Source: an optimization exercise on an open RTL-to-GDS flow (aim: small area, a short achievable clock period and few clock cycles). Production flows keep margins and buffers that such runs may drop. At most, simulation tests tie the RTL to the original design; equivalence was not proved.

==> flow/design.v <==
module la_capture_ram #(
   parameter  int DATA_W = 18,
   parameter  int DEPTH  = 256,
   parameter  int NTAP   = 8
) (
   input  logic                   clk_i,
   input  logic                   cap_i,
   input  logic [DATA_W-1:0]      wdata_i,
   output logic [NTAP*DATA_W-1:0] taps_o
);
   localparam int SPACE = DEPTH / NTAP;
   localparam int SLOTS = DEPTH - 1;
   logic [SLOTS*DATA_W-1:0] ring_q;
   always_ff @(posedge clk_i) begin
      ring_q <= {ring_q[(SLOTS-1)*DATA_W-1:0],
                 cap_i ? wdata_i : ring_q[SLOTS*DATA_W-1 -: DATA_W]};
   end
   for (genvar k = 0; k < NTAP; k++) begin : g_tap
      assign taps_o[k*DATA_W +: DATA_W] = ring_q[(k*SPACE + SPACE - 2)*DATA_W +: DATA_W];
   end
endmodule
module la_capture #(
   parameter  int DATA_W = 18,
   parameter  int DEPTH  = 256,
   localparam int AW     = $clog2(DEPTH)
) (
   input  logic              clk_i,
   input  logic              rst_i,
   input  logic [DATA_W-1:0] data_i,
   input  logic              trig_i,
   input  logic [1:0]        trig_mode_i,
   input  logic [AW-1:0]     pretrig_i,
   input  logic              arm_i,
   input  logic [7:0]        trig_cnt_i,
   output logic              armed_o,
   output logic              triggered_o,
   output logic              done_o,
   output logic              rd_valid_o,
   input  logic              rd_ready_i,
   output logic [DATA_W-1:0] rd_data_o,
   output logic              rd_last_o
);
   localparam int NTAP = 8;
   localparam int TW   = $clog2(NTAP);
   localparam int SW   = AW - TW;           
   localparam logic [1:0] TRIG_LEVEL_HIGH = 2'd0;
   localparam logic [1:0] TRIG_LEVEL_LOW  = 2'd1;
   localparam logic [1:0] TRIG_RISING     = 2'd2;
   localparam logic [1:0] TRIG_FALLING    = 2'd3;
   function automatic logic trigMatch(input logic [1:0] mode,
                                      input logic       cur,
                                      input logic       prev);
      case (mode)
         TRIG_LEVEL_HIGH: trigMatch = cur;
         TRIG_LEVEL_LOW:  trigMatch = ~cur;
         TRIG_RISING:     trigMatch = cur & ~prev;
         TRIG_FALLING:    trigMatch = ~cur & prev;
         default:         trigMatch = 1'b0;
      endcase
   endfunction
   logic          armed_q, pre_q, wait_q, post_q, done_q;
   logic [1:0]    mode_q;
   logic [AW-1:0] pretrig_q;     
   logic [AW-1:0] cnt_q;         
   logic          trigPrev_q;
   logic          triggered_q;
   logic          waitMatch, fire, preEnd, postEnd, capEnd;
   logic [7:0]    matchLeft_q;   
   assign fire = waitMatch && (matchLeft_q[7:1] == 7'd0);
   always_ff @(posedge clk_i) begin
      if (arm_i) begin
         matchLeft_q <= trig_cnt_i;
      end else if (waitMatch) begin
         matchLeft_q <= matchLeft_q - 8'd1;
      end
   end
   assign waitMatch = wait_q && !arm_i && trigMatch(mode_q, trig_i, trigPrev_q);
   assign preEnd    = pre_q && (cnt_q == AW'(1));
   assign postEnd   = post_q && (cnt_q == AW'(1));
   assign capEnd    = !arm_i && (postEnd || (fire && (&pretrig_q)));
   logic [TW-1:0]     tapSel;
   logic              rdValid_q, rdLast_q;
   logic [DATA_W-1:0] rdData_q, rdHold_q;
   logic [NTAP*DATA_W-1:0] taps;
   logic [DATA_W-1:0] tapWord;
   logic              canLoad, load, xfer;
   la_capture_ram #(
      .DATA_W (DATA_W),
      .DEPTH  (DEPTH),
      .NTAP   (NTAP)
   ) u_ram (
      .clk_i   (clk_i),
      .cap_i   (armed_q),
      .wdata_i (data_i),
      .taps_o  (taps)
   );
   assign tapSel  = pretrig_q[AW-1 -: TW] | {TW{!done_q}};
   assign tapWord = taps[tapSel*DATA_W +: DATA_W];
   assign xfer    = rdValid_q && rd_ready_i;
   assign canLoad = done_q && !rdLast_q && (pretrig_q[SW-1:0] == SW'((1 << SW) - 2));
   assign load    = canLoad && (!rdValid_q || rd_ready_i);
   always_ff @(posedge clk_i) begin
      if (rst_i) begin
         armed_q     <= 1'b0;
         pre_q       <= 1'b0;
         wait_q      <= 1'b0;
         post_q      <= 1'b0;
         done_q      <= 1'b0;
         triggered_q <= 1'b0;
      end else if (arm_i) begin
         armed_q     <= 1'b1;
         pre_q       <= (pretrig_i != '0);
         wait_q      <= (pretrig_i == '0);
         post_q      <= 1'b0;
         done_q      <= 1'b0;
         triggered_q <= 1'b0;
      end else begin
         if (preEnd) begin
            pre_q  <= 1'b0;
            wait_q <= 1'b1;
         end
         if (fire) begin
            triggered_q <= 1'b1;
            wait_q      <= 1'b0;
            post_q      <= !(&pretrig_q);
         end
         if (postEnd) begin
            post_q <= 1'b0;
         end
         if (capEnd) begin
            armed_q <= 1'b0;
            done_q  <= 1'b1;
         end
         if (xfer && rdLast_q) begin
            done_q <= 1'b0;
         end
      end
   end
   always_ff @(posedge clk_i) begin
      if (arm_i) begin
         mode_q    <= trig_mode_i;
         pretrig_q <= pretrig_i;
         cnt_q     <= pretrig_i;
      end else begin
         if (pre_q || post_q) begin
            cnt_q <= cnt_q - AW'(1);
         end
         if (fire) begin
            cnt_q <= ~pretrig_q;
         end
         if (capEnd) begin
            pretrig_q <= AW'(DEPTH - 2);
         end
         if (done_q) begin
            if (load) begin
               cnt_q <= cnt_q - AW'(1);
            end else begin
               pretrig_q <= (pretrig_q == AW'(DEPTH - 2)) ? '0 : pretrig_q + AW'(1);
            end
         end
      end
   end
   always_ff @(posedge clk_i) begin
      trigPrev_q <= trig_i;
   end
   always_ff @(posedge clk_i) begin
      if (rst_i || arm_i) begin
         rdValid_q <= 1'b0;
         rdLast_q  <= 1'b0;
      end else if (capEnd) begin
         rdValid_q <= 1'b1;
         rdLast_q  <= 1'b0;
      end else if (!rdValid_q || rd_ready_i) begin
         rdValid_q <= load;
         rdLast_q  <= load && (cnt_q == AW'(2));
      end
   end
   always_ff @(posedge clk_i) begin
      if (!done_q || load) begin
         rdHold_q <= tapWord;
      end
   end
   always_ff @(posedge clk_i) begin
      rdData_q <= (!rdValid_q || rd_ready_i) ? tapWord : rdHold_q;
   end
   assign armed_o     = armed_q;
   assign triggered_o = triggered_q;
   assign done_o      = done_q;
   assign rd_valid_o  = rdValid_q;
   assign rd_data_o   = rdData_q;
   assign rd_last_o   = rdLast_q;
endmodule
export LEC_CHECK = 0
export CAP_MARGIN = 20
export CORE_MARGIN = 2
export CORE_UTILIZATION = 65
export CTS_CLUSTER_DIAMETER = 65
export CTS_CLUSTER_SIZE = 32
export SETUP_SLACK_MARGIN = 4
export SLEW_MARGIN = 20
create_clock -name core_clock -period 6.0 [get_ports {clk_i}]
run.sh (not shown) runs the stock make flow with config.mk's settings and CLKGATE_MAP_FILE= SYNTH_SCRIPT=/design/flow/synth_recipe.tcl, a recipe that flattens the netlist after the stock synthesis.
The first run finished clean.
Testbench counts at the start, summed over its fixed seeds: cycles 12,628.
Then changed:
--- a/flow/design.v
+++ b/flow/design.v
@@ -65,13 +65,15 @@
    logic          trigPrev_q;
    logic          triggered_q;
    logic          waitMatch, fire, preEnd, postEnd, capEnd;
    logic [7:0]    matchLeft_q;   
    assign fire = waitMatch && (matchLeft_q[7:1] == 7'd0);
    always_ff @(posedge clk_i) begin
-      if (arm_i) begin
+      if (rst_i) begin
+         matchLeft_q <= 8'd0;
+      end else if (arm_i) begin
          matchLeft_q <= trig_cnt_i;
       end else if (waitMatch) begin
          matchLeft_q <= matchLeft_q - 8'd1;
       end
    end
    assign waitMatch = wait_q && !arm_i && trigMatch(mode_q, trig_i, trigPrev_q);
@@ -104,67 +106,66 @@
          armed_q     <= 1'b0;
          pre_q       <= 1'b0;
          wait_q      <= 1'b0;
          post_q      <= 1'b0;
          done_q      <= 1'b0;
          triggered_q <= 1'b0;
+         mode_q      <= TRIG_LEVEL_HIGH;
+         pretrig_q   <= '0;
+         cnt_q       <= '0;
       end else if (arm_i) begin
          armed_q     <= 1'b1;
          pre_q       <= (pretrig_i != '0);
          wait_q      <= (pretrig_i == '0);
          post_q      <= 1'b0;
          done_q      <= 1'b0;
          triggered_q <= 1'b0;
+         mode_q      <= trig_mode_i;
+         pretrig_q   <= pretrig_i;
+         cnt_q       <= pretrig_i;
       end else begin
-         if (preEnd) begin
-            pre_q  <= 1'b0;
-            wait_q <= 1'b1;
+         if (pre_q) begin
+            cnt_q <= cnt_q - AW'(1);
+            if (preEnd) begin
+               pre_q  <= 1'b0;
+               wait_q <= 1'b1;
+            end
          end
          if (fire) begin
             triggered_q <= 1'b1;
             wait_q      <= 1'b0;
             post_q      <= !(&pretrig_q);
+            cnt_q       <= ~pretrig_q;
          end
-         if (postEnd) begin
-            post_q <= 1'b0;
+         if (post_q) begin
+            cnt_q <= cnt_q - AW'(1);
+            if (postEnd) post_q <= 1'b0;
          end
          if (capEnd) begin
-            armed_q <= 1'b0;
-            done_q  <= 1'b1;
-         end
-         if (xfer && rdLast_q) begin
-            done_q <= 1'b0;
-         end
-      end
-   end
-   always_ff @(posedge clk_i) begin
-      if (arm_i) begin
-         mode_q    <= trig_mode_i;
-         pretrig_q <= pretrig_i;
-         cnt_q     <= pretrig_i;
-      end else begin
-         if (pre_q || post_q) begin
-            cnt_q <= cnt_q - AW'(1);
-         end
-         if (fire) begin
-            cnt_q <= ~pretrig_q;
-         end
-         if (capEnd) begin
+            armed_q   <= 1'b0;
+            done_q    <= 1'b1;
             pretrig_q <= AW'(DEPTH - 2);
          end
          if (done_q) begin
             if (load) begin
                cnt_q <= cnt_q - AW'(1);
             end else begin
                pretrig_q <= (pretrig_q == AW'(DEPTH - 2)) ? '0 : pretrig_q + AW'(1);
             end
          end
+         if (xfer && rdLast_q) begin
+            done_q <= 1'b0;
+         end
       end
    end
    always_ff @(posedge clk_i) begin
-      trigPrev_q <= trig_i;
+      if (rst_i) begin
+         trigPrev_q <= 1'b0;
+      end else begin
+         trigPrev_q <= trig_i;
+      end
    end
    always_ff @(posedge clk_i) begin
       if (rst_i || arm_i) begin
          rdValid_q <= 1'b0;
          rdLast_q  <= 1'b0;
       end else if (capEnd) begin
=>
- The new run ran to the end with no violations
- cell area is lower by 0.42%
- register-to-register slack gets better by 0.12 ns
- critical path depth is unchanged
- routed wire length goes down by 0.55%
- worst setup slack got worse by 0.041 ns
The RTL of the second run of this note was laid out without a check of its function.

==> port drivers added, routing unchanged <==
The results above use ideal ports. As a check the final layouts listed here were re-extracted and re-timed, cells and wires unchanged.
Step 1 (the two cells are an assumption about what drives the block):
set clk [get_ports {clk_i}]
set_driving_cell -lib_cell sky130_fd_sc_hd__clkbuf_16 $clk
set_driving_cell -lib_cell sky130_fd_sc_hd__buf_2 [delete_from_list [all_inputs] $clk]
Step 2 moves the port delays by t, midway between the first and last clock arrival at a register: inputs arrive t later, outputs are due t later. That takes back most of the time a late clock gives input paths.
Slacks: no drivers / after step 1 / after step 2; pairs: no drivers / after step 1.
run | t (ns) | setup slack, ns | slew at the worst register clock pin (ns)
the first run | 0.867 | 3.504 / 3.430 / 2.933 | 0.11 / 0.11
the second run | 0.871 | 3.464 / 3.389 / 2.918 | 0.11 / 0.11
After both steps setup and hold are still met in every run listed. For the first run, which loses most, drivers alone change the setup slack by -0.074 ns; drivers and shift together by -0.571 ns.
